This design comes from an exercise in tuning for small area on the open sky130 flow, not from production work. Function was checked by simulation only, so behaviour that the tests miss may differ from the original. Power figures rest on the tool's default switching activity, not on a simulated workload.

--- flow/design.v ---
package dsi_pkg;
	typedef struct packed {
		logic [7:0] b;
		logic [7:0] g;
		logic [7:0] r;
	} rgb_t;
	typedef logic [95:0] pixel_quad_t;
	typedef logic [7:0][7:0] dsi_word_t;
endpackage
`timescale 1ns/1ps
module lcd_power_seq #(
	parameter int MS_CYCLES = 62500
) (
	input  logic clk,
	input  logic i_rst_n,
	output logic o_lcd_en_vcc,
	output logic o_lcd_en_vsp,
	output logic o_lcd_en_vsn,
	output logic o_lcd_reset,
	output logic o_lp_en,
	output logic o_hs_en,
	output logic o_video_en
);
	localparam int CNT_MAX = 26 * MS_CYCLES;
	localparam int CNT_W = $clog2(CNT_MAX + 1);
	localparam logic [CNT_W-1:0] T_VCC = CNT_W'(1 * MS_CYCLES);
	localparam logic [CNT_W-1:0] T_VSP = CNT_W'(2 * MS_CYCLES);
	localparam logic [CNT_W-1:0] T_VSN = CNT_W'(3 * MS_CYCLES);
	localparam logic [CNT_W-1:0] T_RST = CNT_W'(6 * MS_CYCLES);
	localparam logic [CNT_W-1:0] T_HS = CNT_W'(CNT_MAX);
	logic [CNT_W-1:0] count;
	always_ff @(posedge clk or negedge i_rst_n) begin
		if (!i_rst_n) begin
			count <= '0;
		end else if (count != T_HS) begin
			count <= count + 1'b1;
		end
	end
	always_ff @(posedge clk or negedge i_rst_n) begin
		if (!i_rst_n) begin
			o_lcd_en_vcc <= 1'b0;
			o_lcd_en_vsp <= 1'b0;
			o_lcd_en_vsn <= 1'b0;
			o_lcd_reset <= 1'b0;
			o_lp_en <= 1'b0;
			o_hs_en <= 1'b0;
		end else begin
			o_lcd_en_vcc <= count > T_VCC;
			o_lcd_en_vsp <= count > T_VSP;
			o_lcd_en_vsn <= count > T_VSN;
			o_lcd_reset <= count > T_RST;
			o_lp_en <= (count > T_VSN) && (count < T_HS);
			o_hs_en <= count >= T_HS;
		end
	end
	assign o_video_en = o_hs_en;
endmodule
`timescale 1ns/1ps
module video_timing #(
	parameter int HALF_WIDTH = 800,
	parameter int HEIGHT = 1600,
	parameter int V_BACK = 150,
	parameter int V_TOTAL = 1779,
	parameter int H_BLANK = 45,
	parameter int LINE_WORDS = 390
) (
	input  logic        clk,
	input  logic        i_rst_n,
	input  logic        i_video_en,
	output logic [15:0] o_word_idx,
	output logic [15:0] o_line_idx,
	output logic        o_first_frame,
	output logic        o_vsync,
	output logic        o_hsync,
	output logic        o_line_active,
	output logic        o_payload,
	output logic        o_pix_active,
	output logic [2:0]  o_phase
);
	localparam int PAY_WORDS = HALF_WIDTH * 3 / 8;
	localparam int PIX_LAT = 3;
	localparam logic [15:0] WORD_LAST = 16'(LINE_WORDS - 1);
	localparam logic [15:0] LINE_LAST = 16'(V_TOTAL - 1);
	localparam logic [15:0] ACT_FIRST = 16'(V_BACK);
	localparam logic [15:0] ACT_END = 16'(V_BACK + HEIGHT);
	localparam logic [15:0] PAY_FIRST = 16'(H_BLANK);
	localparam logic [15:0] PAY_END = 16'(H_BLANK + PAY_WORDS);
	localparam logic [15:0] PIX_FIRST = 16'(H_BLANK - PIX_LAT);
	localparam logic [15:0] PIX_END = 16'(H_BLANK + PAY_WORDS - PIX_LAT);
	localparam logic [2:0] PH_WORD0 = 3'b001 << ((3 - H_BLANK % 3) % 3);
	logic line_end;
	logic frame_end;
	assign line_end = (o_word_idx == WORD_LAST);
	assign frame_end = line_end && (o_line_idx == LINE_LAST);
	always_ff @(posedge clk or negedge i_rst_n) begin
		if (!i_rst_n) begin
			o_word_idx <= '0;
			o_line_idx <= '0;
			o_first_frame <= 1'b1;
			o_phase <= PH_WORD0;
		end else if (!i_video_en) begin
			o_word_idx <= '0;
			o_line_idx <= '0;
			o_phase <= PH_WORD0;
		end else if (line_end) begin
			o_word_idx <= '0;
			o_phase <= PH_WORD0;
			if (frame_end) begin
				o_line_idx <= '0;
				o_first_frame <= 1'b0;
			end else begin
				o_line_idx <= o_line_idx + 16'd1;
			end
		end else begin
			o_word_idx <= o_word_idx + 16'd1;
			o_phase <= {o_phase[1:0], o_phase[2]};
		end
	end
	assign o_vsync = i_video_en && (o_word_idx == '0) && (o_line_idx == '0);
	assign o_hsync = i_video_en && (o_word_idx == '0);
	assign o_line_active = i_video_en && (o_line_idx >= ACT_FIRST) && (o_line_idx < ACT_END);
	assign o_payload = i_video_en && (o_word_idx >= PAY_FIRST) && (o_word_idx < PAY_END);
	assign o_pix_active = o_line_active && (o_word_idx >= PIX_FIRST) && (o_word_idx < PIX_END);
endmodule
`timescale 1ns/1ps
module smpte_pattern #(
	parameter int HALF_WIDTH = 800,
	parameter int HEIGHT = 1600
) (
	input  logic                 clk,
	input  logic                 i_rst_n,
	input  logic                 i_vsync,
	input  logic                 i_hsync,
	input  logic                 i_pix_active,
	input  logic [2:0]           i_phase,
	output dsi_pkg::pixel_quad_t o_left,
	output dsi_pkg::pixel_quad_t o_right
);
	localparam int WIDTH = 2 * HALF_WIDTH;
	localparam int X_W = $clog2(WIDTH + 1);
	localparam int Y_W = $clog2(HEIGHT + 1);
	localparam logic [23:0] WHITE = 24'hffffff;
	localparam logic [23:0] UPPER_0 = 24'hc0c0c0;
	localparam logic [23:0] UPPER_1 = 24'hc0c000;
	localparam logic [23:0] UPPER_2 = 24'h00c0c0;
	localparam logic [23:0] UPPER_3 = 24'h00c000;
	localparam logic [23:0] UPPER_4 = 24'hc000c0;
	localparam logic [23:0] UPPER_5 = 24'hc00000;
	localparam logic [23:0] UPPER_6 = 24'h0000c0;
	localparam logic [23:0] LOWER_0 = 24'h00214c;
	localparam logic [23:0] LOWER_1 = 24'hffffff;
	localparam logic [23:0] LOWER_2 = 24'h32006a;
	localparam logic [23:0] LOWER_3 = 24'h1d1d1d;
	localparam logic [23:0] LOWER_4 = 24'h131313;
	localparam logic [23:0] LOWER_5 = 24'h090909;
	localparam int C_W = 13;
	localparam logic [C_W-1:0] UPPER_X1 = C_W'((WIDTH * 1) / 7);
	localparam logic [C_W-1:0] UPPER_X2 = C_W'((WIDTH * 2) / 7);
	localparam logic [C_W-1:0] UPPER_X3 = C_W'((WIDTH * 3) / 7);
	localparam logic [C_W-1:0] UPPER_X4 = C_W'((WIDTH * 4) / 7);
	localparam logic [C_W-1:0] UPPER_X5 = C_W'((WIDTH * 5) / 7);
	localparam logic [C_W-1:0] UPPER_X6 = C_W'((WIDTH * 6) / 7);
	localparam logic [C_W-1:0] LOWER_X1 = C_W'((WIDTH * 1) / 6);
	localparam logic [C_W-1:0] LOWER_X2 = C_W'((WIDTH * 2) / 6);
	localparam logic [C_W-1:0] LOWER_X3 = C_W'((WIDTH * 3) / 6);
	localparam logic [C_W-1:0] LOWER_X4 = C_W'((WIDTH * 4) / 6);
	localparam logic [C_W-1:0] LOWER_X5 = C_W'((WIDTH * 5) / 6);
	logic [X_W-1:0] col;
	logic [Y_W-1:0] row;
	logic           pix_d1;
	logic           act2;
	logic [X_W-1:0] x1;
	logic [X_W-1:0] x2;
	logic [Y_W-1:0] y1;
	logic [Y_W-1:0] y2;
	function automatic logic [23:0] colour_at(input logic [C_W-1:0] x, input logic [C_W-1:0] y);
		logic [23:0] c;
		if (x == '0 || y == '0 || x == C_W'(WIDTH - 1) || y == C_W'(HEIGHT - 1)) begin
			c = WHITE;
		end else if (x == y || x + y == C_W'(HEIGHT - 1)) begin
			c = WHITE;
		end else if (y <= C_W'((HEIGHT * 3) / 4)) begin
			if (x >= UPPER_X6)
				c = UPPER_6;
			else if (x >= UPPER_X5)
				c = UPPER_5;
			else if (x >= UPPER_X4)
				c = UPPER_4;
			else if (x >= UPPER_X3)
				c = UPPER_3;
			else if (x >= UPPER_X2)
				c = UPPER_2;
			else if (x >= UPPER_X1)
				c = UPPER_1;
			else
				c = UPPER_0;
		end else begin
			if (x >= LOWER_X5)
				c = LOWER_5;
			else if (x >= LOWER_X4)
				c = LOWER_4;
			else if (x >= LOWER_X3)
				c = LOWER_3;
			else if (x >= LOWER_X2)
				c = LOWER_2;
			else if (x >= LOWER_X1)
				c = LOWER_1;
			else
				c = LOWER_0;
		end
		colour_at = {c[7:0], c[15:8], c[23:16]};
	endfunction
	always_ff @(posedge clk or negedge i_rst_n) begin
		if (!i_rst_n) begin
			col <= '0;
			row <= '0;
			pix_d1 <= 1'b0;
			act2 <= 1'b0;
		end else begin
			pix_d1 <= i_pix_active;
			act2 <= pix_d1;
			if (i_hsync)
				col <= '0;
			else if (i_pix_active && |i_phase[1:0])
				col <= col + X_W'(4);
			if (i_vsync)
				row <= '0;
			else if (pix_d1 && !i_pix_active)
				row <= row + 1'b1;
		end
	end
	always_ff @(posedge clk) begin
		x1 <= col;
		y1 <= row;
		x2 <= x1;
		y2 <= y1;
	end
	logic [95:0] left_c;
	logic [95:0] right_c;
	logic [95:0] left_q;
	logic [95:0] right_q;
	for (genvar g = 0; g < 4; g++) begin : g_pix
		assign left_c[g*24 +: 24] = colour_at(C_W'(x2) + C_W'(g), C_W'(y2));
		assign right_c[g*24 +: 24] = colour_at(C_W'(x2) + C_W'(HALF_WIDTH + g), C_W'(y2));
	end
	always_ff @(posedge clk) begin
		if (act2) begin
			left_q <= left_c;
			right_q <= right_c;
		end else begin
			left_q <= '0;
			right_q <= '0;
		end
	end
	assign o_left = left_q;
	assign o_right = right_q;
endmodule
`timescale 1ns/1ps
module dsi_framer #(
	parameter int HALF_WIDTH = 800,
	parameter int H_BLANK = 45
) (
	input  logic                 clk,
	input  logic                 i_rst_n,
	input  logic                 i_video_en,
	input  logic                 i_first_frame,
	input  logic                 i_line_active,
	input  logic                 i_payload,
	input  logic [15:0]          i_word_idx,
	input  logic [15:0]          i_line_idx,
	input  logic [2:0]           i_phase,
	input  dsi_pkg::pixel_quad_t i_left,
	input  dsi_pkg::pixel_quad_t i_right,
	output dsi_pkg::dsi_word_t   o_link_a,
	output dsi_pkg::dsi_word_t   o_link_b
);
	localparam int PAY_WORDS = HALF_WIDTH * 3 / 8;
	localparam logic [15:0] W_PRE0 = 16'(H_BLANK - 2);
	localparam logic [15:0] W_PRE1 = 16'(H_BLANK - 1);
	localparam logic [15:0] W_POST = 16'(H_BLANK + PAY_WORDS);
	localparam logic [15:0] W_DISP_ON = 16'd8;
	function automatic logic [63:0] pack(input logic [95:0] c, input logic [95:0] h,
		input logic [2:0] ph);
		if (ph[0])
			pack = c[63:0];
		else if (ph[1])
			pack = {c[31:0], h[95:64]};
		else
			pack = h[95:32];
	endfunction
	localparam dsi_pkg::dsi_word_t PKT_BLANK = 64'hf0b8000006000219;
	localparam dsi_pkg::dsi_word_t PKT_VSS = 64'h2500061907000001;
	localparam dsi_pkg::dsi_word_t PKT_HSS = 64'h2500061912000021;
	localparam dsi_pkg::dsi_word_t PKT_POST_SHORT = 64'h0870000000000000;
	localparam dsi_pkg::dsi_word_t PKT_DISP_ON = 64'h360011051c002905;
	localparam dsi_pkg::dsi_word_t PKT_PRE_RGB0 = 64'h0000000025000619;
	localparam dsi_pkg::dsi_word_t PKT_PRE_RGB1 = 64'h0409603e08700000;
	localparam dsi_pkg::dsi_word_t PKT_POST_RGB = 64'hffff1a0000190000;
	dsi_pkg::pixel_quad_t held_l;
	dsi_pkg::pixel_quad_t held_r;
	always_ff @(posedge clk) begin
		held_l <= i_left;
		held_r <= i_right;
	end
	always_ff @(posedge clk or negedge i_rst_n) begin
		if (!i_rst_n) begin
			o_link_a <= '0;
			o_link_b <= '0;
		end else if (!i_video_en) begin
			o_link_a <= '0;
			o_link_b <= '0;
		end else if (i_word_idx == '0) begin
			o_link_a <= (i_line_idx == '0) ? PKT_VSS : PKT_HSS;
			o_link_b <= (i_line_idx == '0) ? PKT_VSS : PKT_HSS;
		end else if (i_word_idx == 16'd1) begin
			o_link_a <= PKT_POST_SHORT;
			o_link_b <= PKT_POST_SHORT;
		end else if (i_first_frame && i_line_idx == '0 && i_word_idx == W_DISP_ON) begin
			o_link_a <= PKT_DISP_ON;
			o_link_b <= PKT_DISP_ON;
		end else if (i_line_active && i_word_idx == W_PRE0) begin
			o_link_a <= PKT_PRE_RGB0;
			o_link_b <= PKT_PRE_RGB0;
		end else if (i_line_active && i_word_idx == W_PRE1) begin
			o_link_a <= PKT_PRE_RGB1;
			o_link_b <= PKT_PRE_RGB1;
		end else if (i_line_active && i_payload) begin
			o_link_a <= pack(i_left, held_l, i_phase);
			o_link_b <= pack(i_right, held_r, i_phase);
		end else if (i_line_active && i_word_idx == W_POST) begin
			o_link_a <= PKT_POST_RGB;
			o_link_b <= PKT_POST_RGB;
		end else begin
			o_link_a <= PKT_BLANK;
			o_link_b <= PKT_BLANK;
		end
	end
endmodule
`timescale 1ns/1ps
module dsi_pattern_top #(
	parameter int MS_CYCLES = 62500,
	parameter int HALF_WIDTH = 800,
	parameter int HEIGHT = 1600,
	parameter int V_BACK = 150,
	parameter int V_TOTAL = 1779,
	parameter int H_BLANK = 45,
	parameter int LINE_WORDS = 390
) (
	input  logic               clk,
	input  logic               i_rst_n,
	output logic               o_lcd_en_vcc,
	output logic               o_lcd_en_vsp,
	output logic               o_lcd_en_vsn,
	output logic               o_lcd_reset,
	output logic               o_lp_en,
	output logic               o_hs_en,
	output dsi_pkg::dsi_word_t o_link_a,
	output dsi_pkg::dsi_word_t o_link_b
);
	logic                 video_en;
	logic [15:0]          word_idx;
	logic [15:0]          line_idx;
	logic                 first_frame;
	logic                 vsync;
	logic                 hsync;
	logic                 line_active;
	logic                 payload;
	logic                 pix_active;
	logic [2:0]           phase;
	dsi_pkg::pixel_quad_t left_quad;
	dsi_pkg::pixel_quad_t right_quad;
	lcd_power_seq #(
		.MS_CYCLES(MS_CYCLES)
	) power_seq_inst (
		.clk(clk),
		.i_rst_n(i_rst_n),
		.o_lcd_en_vcc(o_lcd_en_vcc),
		.o_lcd_en_vsp(o_lcd_en_vsp),
		.o_lcd_en_vsn(o_lcd_en_vsn),
		.o_lcd_reset(o_lcd_reset),
		.o_lp_en(o_lp_en),
		.o_hs_en(o_hs_en),
		.o_video_en(video_en)
	);
	video_timing #(
		.HALF_WIDTH(HALF_WIDTH),
		.HEIGHT(HEIGHT),
		.V_BACK(V_BACK),
		.V_TOTAL(V_TOTAL),
		.H_BLANK(H_BLANK),
		.LINE_WORDS(LINE_WORDS)
	) timing_inst (
		.clk(clk),
		.i_rst_n(i_rst_n),
		.i_video_en(video_en),
		.o_word_idx(word_idx),
		.o_line_idx(line_idx),
		.o_first_frame(first_frame),
		.o_vsync(vsync),
		.o_hsync(hsync),
		.o_line_active(line_active),
		.o_payload(payload),
		.o_pix_active(pix_active),
		.o_phase(phase)
	);
	smpte_pattern #(
		.HALF_WIDTH(HALF_WIDTH),
		.HEIGHT(HEIGHT)
	) pattern_inst (
		.clk(clk),
		.i_rst_n(i_rst_n),
		.i_vsync(vsync),
		.i_hsync(hsync),
		.i_pix_active(pix_active),
		.i_phase(phase),
		.o_left(left_quad),
		.o_right(right_quad)
	);
	dsi_framer #(
		.HALF_WIDTH(HALF_WIDTH),
		.H_BLANK(H_BLANK)
	) framer_inst (
		.clk(clk),
		.i_rst_n(i_rst_n),
		.i_video_en(video_en),
		.i_first_frame(first_frame),
		.i_line_active(line_active),
		.i_payload(payload),
		.i_word_idx(word_idx),
		.i_line_idx(line_idx),
		.i_phase(phase),
		.i_left(left_quad),
		.i_right(right_quad),
		.o_link_a(o_link_a),
		.o_link_b(o_link_b)
	);
endmodule
--- flow/run.sh ---
#!/bin/bash
# synth_recipe.tcl (not shown) runs the flow's synth.tcl, then flattens the netlist and writes it again
# the make line also repeats each setting of config.mk as NAME=value (left out here)
make -C /OpenROAD-flow-scripts/flow DESIGN_CONFIG=/design/flow/config.mk WORK_HOME=/design/flow/orfs CLKGATE_MAP_FILE= SYNTH_SCRIPT=/design/flow/synth_recipe.tcl finish
--- flow/config.mk ---
export PLATFORM = sky130hd
export DESIGN_NAME = dsi_pattern_top
export DESIGN_NICKNAME = dsi_pattern_top
export VERILOG_FILES = /design/flow/design.v
export SDC_FILE = /design/flow/constraint.sdc
export NUM_CORES = 4
export LEC_CHECK = 0
export CAP_MARGIN = 20
export CORE_MARGIN = 2
export CORE_UTILIZATION = 40
export SLEW_MARGIN = 20
--- flow/constraint.sdc ---
create_clock -name core_clock -period 16.0 [get_ports {clk}]
set_input_delay 3.2000 -clock core_clock [delete_from_list [all_inputs] [get_ports {clk}]]
set_output_delay 3.2000 -clock core_clock [all_outputs]
set_load 0.01 [all_outputs]
==> reports/metrics.cfg <==
[cells_and_area]
final_util_pct = 47.0
antenna_cells = 0
fillCellCount = 5261
area_delta_synth_final_pct = 15.8
final_nets = 2598
fin_area_sq_mm = 0.0260
drive_above_1_share_pct = 7.39

[place]
gp_congestion = 0.924
pre_cts_ws_ps = 10490
hpwl_um = 50400
postPlaceCellArea_sq_mm = 0.0243
port_buffers = 135

[yosys]
synth_common_cells = a21oi_1 (286), dfxtp_1 (260), nor2_1 (231), nand2_1 (219), dfrtp_1 (211)
avgSynthCellArea_sq_um = 9.01
synth_top_area_share_pct = 23.5
synth_area_leaders = dfrtp_1 (24%), dfxtp_1 (23%), a21oi_1 (6.4%), nor2_1 (3.9%), nand2_1 (3.7%)
ys_types = 108
ys_seq_area_share_pct = 46.9
synth_area_sq_mm = 0.0225
ys_ff_latch = 473
synth_fp_nets = 2560
synth_cells = 2493
yosys.area.top_type = dfrtp_1
yosysWarnings = 4
yosysMostFrequentCell = a21oi_1
synth-edff-count = 0
synth-async-reset-ratio_pct = 45.0
synthFlopType = dfxtp_1

[clocking]
cts_resized = 0
clockBufferDepth = 3
cts_made_buffers = 48
cts_sinks = 473
ctsHoldBuffers = 0
clk_pin_slew_ps = 60
postCtsSetupBuffers = 0
cts_root_buffer = clkbuf_16
cts_max_level = 2
insertion_delay_ps = 590
cts_tree = built

[timing]
fmax_mhz = 196
skew_ps = 26.9
setup_viol = 0
tns_ps = 0
drv_slew = 0
setup_ws_ps = 10900
timing.final.crit_share_pct = 31.9
slew_headroom_pct = 33.0
finalHoldViolations = 0
rsz0062_at_grt = false
period_minus_slack_ps = 5100
tightest_slew_ps = 993

[setup_path]
cp_cell_sequence = clkdlybuf4s50_1
end_kind = output port
critPathMaxFanout = 15
cp.required_ps = 12800
r2r_start = pattern_inst.x2[5]$_DFF_P_
reg2reg_to = pattern_inst.right_q[32]$_SDFF_PN0_
rrSetupSlack_ps = 11780
rr_worst_depth = 11
worstSetupPathType = reg -> out
cp_top_family = flip-flops
cp.arrival_ps = 1900
slowest_stage = dfrtp_1
worst_setup_path_start_kind = flip-flop
cp_slowest_stage_delay_ps = 670
cp_num_buf_inv = 1

[floorplanning]
die_y_um = 241
coreArea_sq_mm = 0.0553
initial_utilization_pct = 40.6
ios = 136
die_x_um = 241
num_rows = 86
die_area_sq_mm = 0.0581

[min_path]
min_to = framer_inst.held_r[92]$_DFF_P_
min_from = pattern_inst.right_q[92]$_SDFF_PN0_
holdPathStages = 0
hold_path_class = reg -> reg

[routing]
drc_errors = 0
via_per_inst = 5.71
drtPass1Iterations = 6
vias = 18961
wl_um = 69100
drt_iter0_drc = 1678
ant_nets = 0
routedWlPerCell_um = 20.8

[global_route]
grt_remaining_overflow = 0
grt_max_degree = 84
grt_pass1_vias = 18384
grt_pass1_wl_um = 107000
antenna_found_initial = 1
grt.total_usage_pct = 23.7

[run]
drv_cap = 0

[power]
ir_drop_mv = 0.0683
p_per_area_mw_per_mm2 = 92.5
p_leak_nw = 10.6

[outcome]
status = no timing/DRC/antenna violations

## per-layer routing
| layer | track usage (%) | share of wire, % | vias up |
|---|---|---|---|
| met5 | 0 | 0 | - |
| met4 | 9.80 | 4.0 | 0 |
| met3 | 2.96 | 5.2 | 122 |
| met2 | 38.2 | 46 | 692 |
| met1 | 32.1 | 45 | 9183 |
| li1 | - | - | 8964 |
## report_power, final
part | switching, mW | internal (mW)
Combinational | 0.00991 | 0.000659
Sequential | 0 | 1.19
Clock | 0.474 | 0.736
## layout by cell type (no fill, tap or decap), drive strengths merged, types with 38 or more instances in the layout
master / instances
ha: 64
a21oi: 291
nand2: 220
nor2: 235
clkbuf: 64
clkdlybuf4s50: 134
nand3: 89
dfrtp: 211
o21ai: 139
a211oi: 38
dfxtp: 260
inv: 59
xor2: 53
a31oi: 52
nor3: 54
## state kept, by name (all words and copies together) (netlist names), 16 cells and up
register	count
timing_inst.o_word_idx	16
framer_inst.o_link_a	64
pattern_inst.left_q	64
framer_inst.held_l	46
timing_inst.o_line_idx	16
power_seq_inst.count	21
framer_inst.o_link_b	64
framer_inst.held_r	46
pattern_inst.right_q	64
## worst max path at each step
stage | slack [ps] | endpoint | start | cells past startpoint
final | 10900 | o_hs_en | power_seq_inst.o_hs_en$_DFF_PN0_ | 1
after global routing | 10800 | timing_inst.o_phase[1]$_DFF_PN0_ | i_rst_n | 3
after CTS | 10870 | o_hs_en | power_seq_inst.o_hs_en$_DFF_PN0_ | 1
after detailed placement | 10490 | timing_inst.o_phase[1]$_DFF_PN0_ | i_rst_n | 3
after global placement | 10600 | timing_inst.o_phase[1]$_DFF_PN0_ | i_rst_n | 3
after floorplan | 12380 | o_hs_en | power_seq_inst.o_hs_en$_DFF_PN0_ | 0
## stage by stage
stage | hold slack, ps | instances | power, mW
finish | 312 | 3319 | 2.41
global route | 318 | 3319 | 2.48
CTS | 308 | 3319 | 2.43
detailed placement | 312 | 3229 | 1.22
global placement | 311 | 3229 | 1.22
floorplan | 310 | 2493 | 1.21
## kinds of logic after synthesis
family,Yosys count,share of synthesized area (%)
muxes,42,1.90
adders and majority gates,65,3.65
AOI/OAI and AO/OA,746,21.4
and+or+nand+nor,840,18.2
DFF,473,46.9
xor gates and xnor gates,90,3.61
buffers and inverters,237,4.25
## area by class of cell
cell class,count,area (sq um),share of cell area (%)
flip-flops and latches,473,10500,40.5
multi-input cells,1783,11000,42.2
repair buffers,168,1600,6.17
well taps,748,936,3.60
clock inverters,26,393,1.51
clock buffers,64,1330,5.12
inverters,57,216,0.832

## separate check: timing with driven ports
How much do the figures lean on ideal ports? The routed layout below was timed once more, with nothing changed but the port constraints.
Step 1, drivers: a clkbuf_16 drives clk and a buf_2 each remaining input, both assumed.
Step 2 times the ports against the registers' clock, not the clock port: input delays grow and output delays shrink by t, the midpoint of the rising clock arrivals with the driver on.
a / b / c = no drivers / after step 1 / after step 2; a / b = the first two.
t (ns): 0.641
setup WS [ns]: 10.899 / 10.837 / 10.621
latest minus earliest clock arrival (ns): 0.028 / 0.028
cell pins on the clock port's net: 1
After both steps this run still meets setup and hold. For this run, drivers alone change the setup slack by -0.062 ns; drivers and shift together by -0.278 ns. Setup slack includes reset recovery checks.
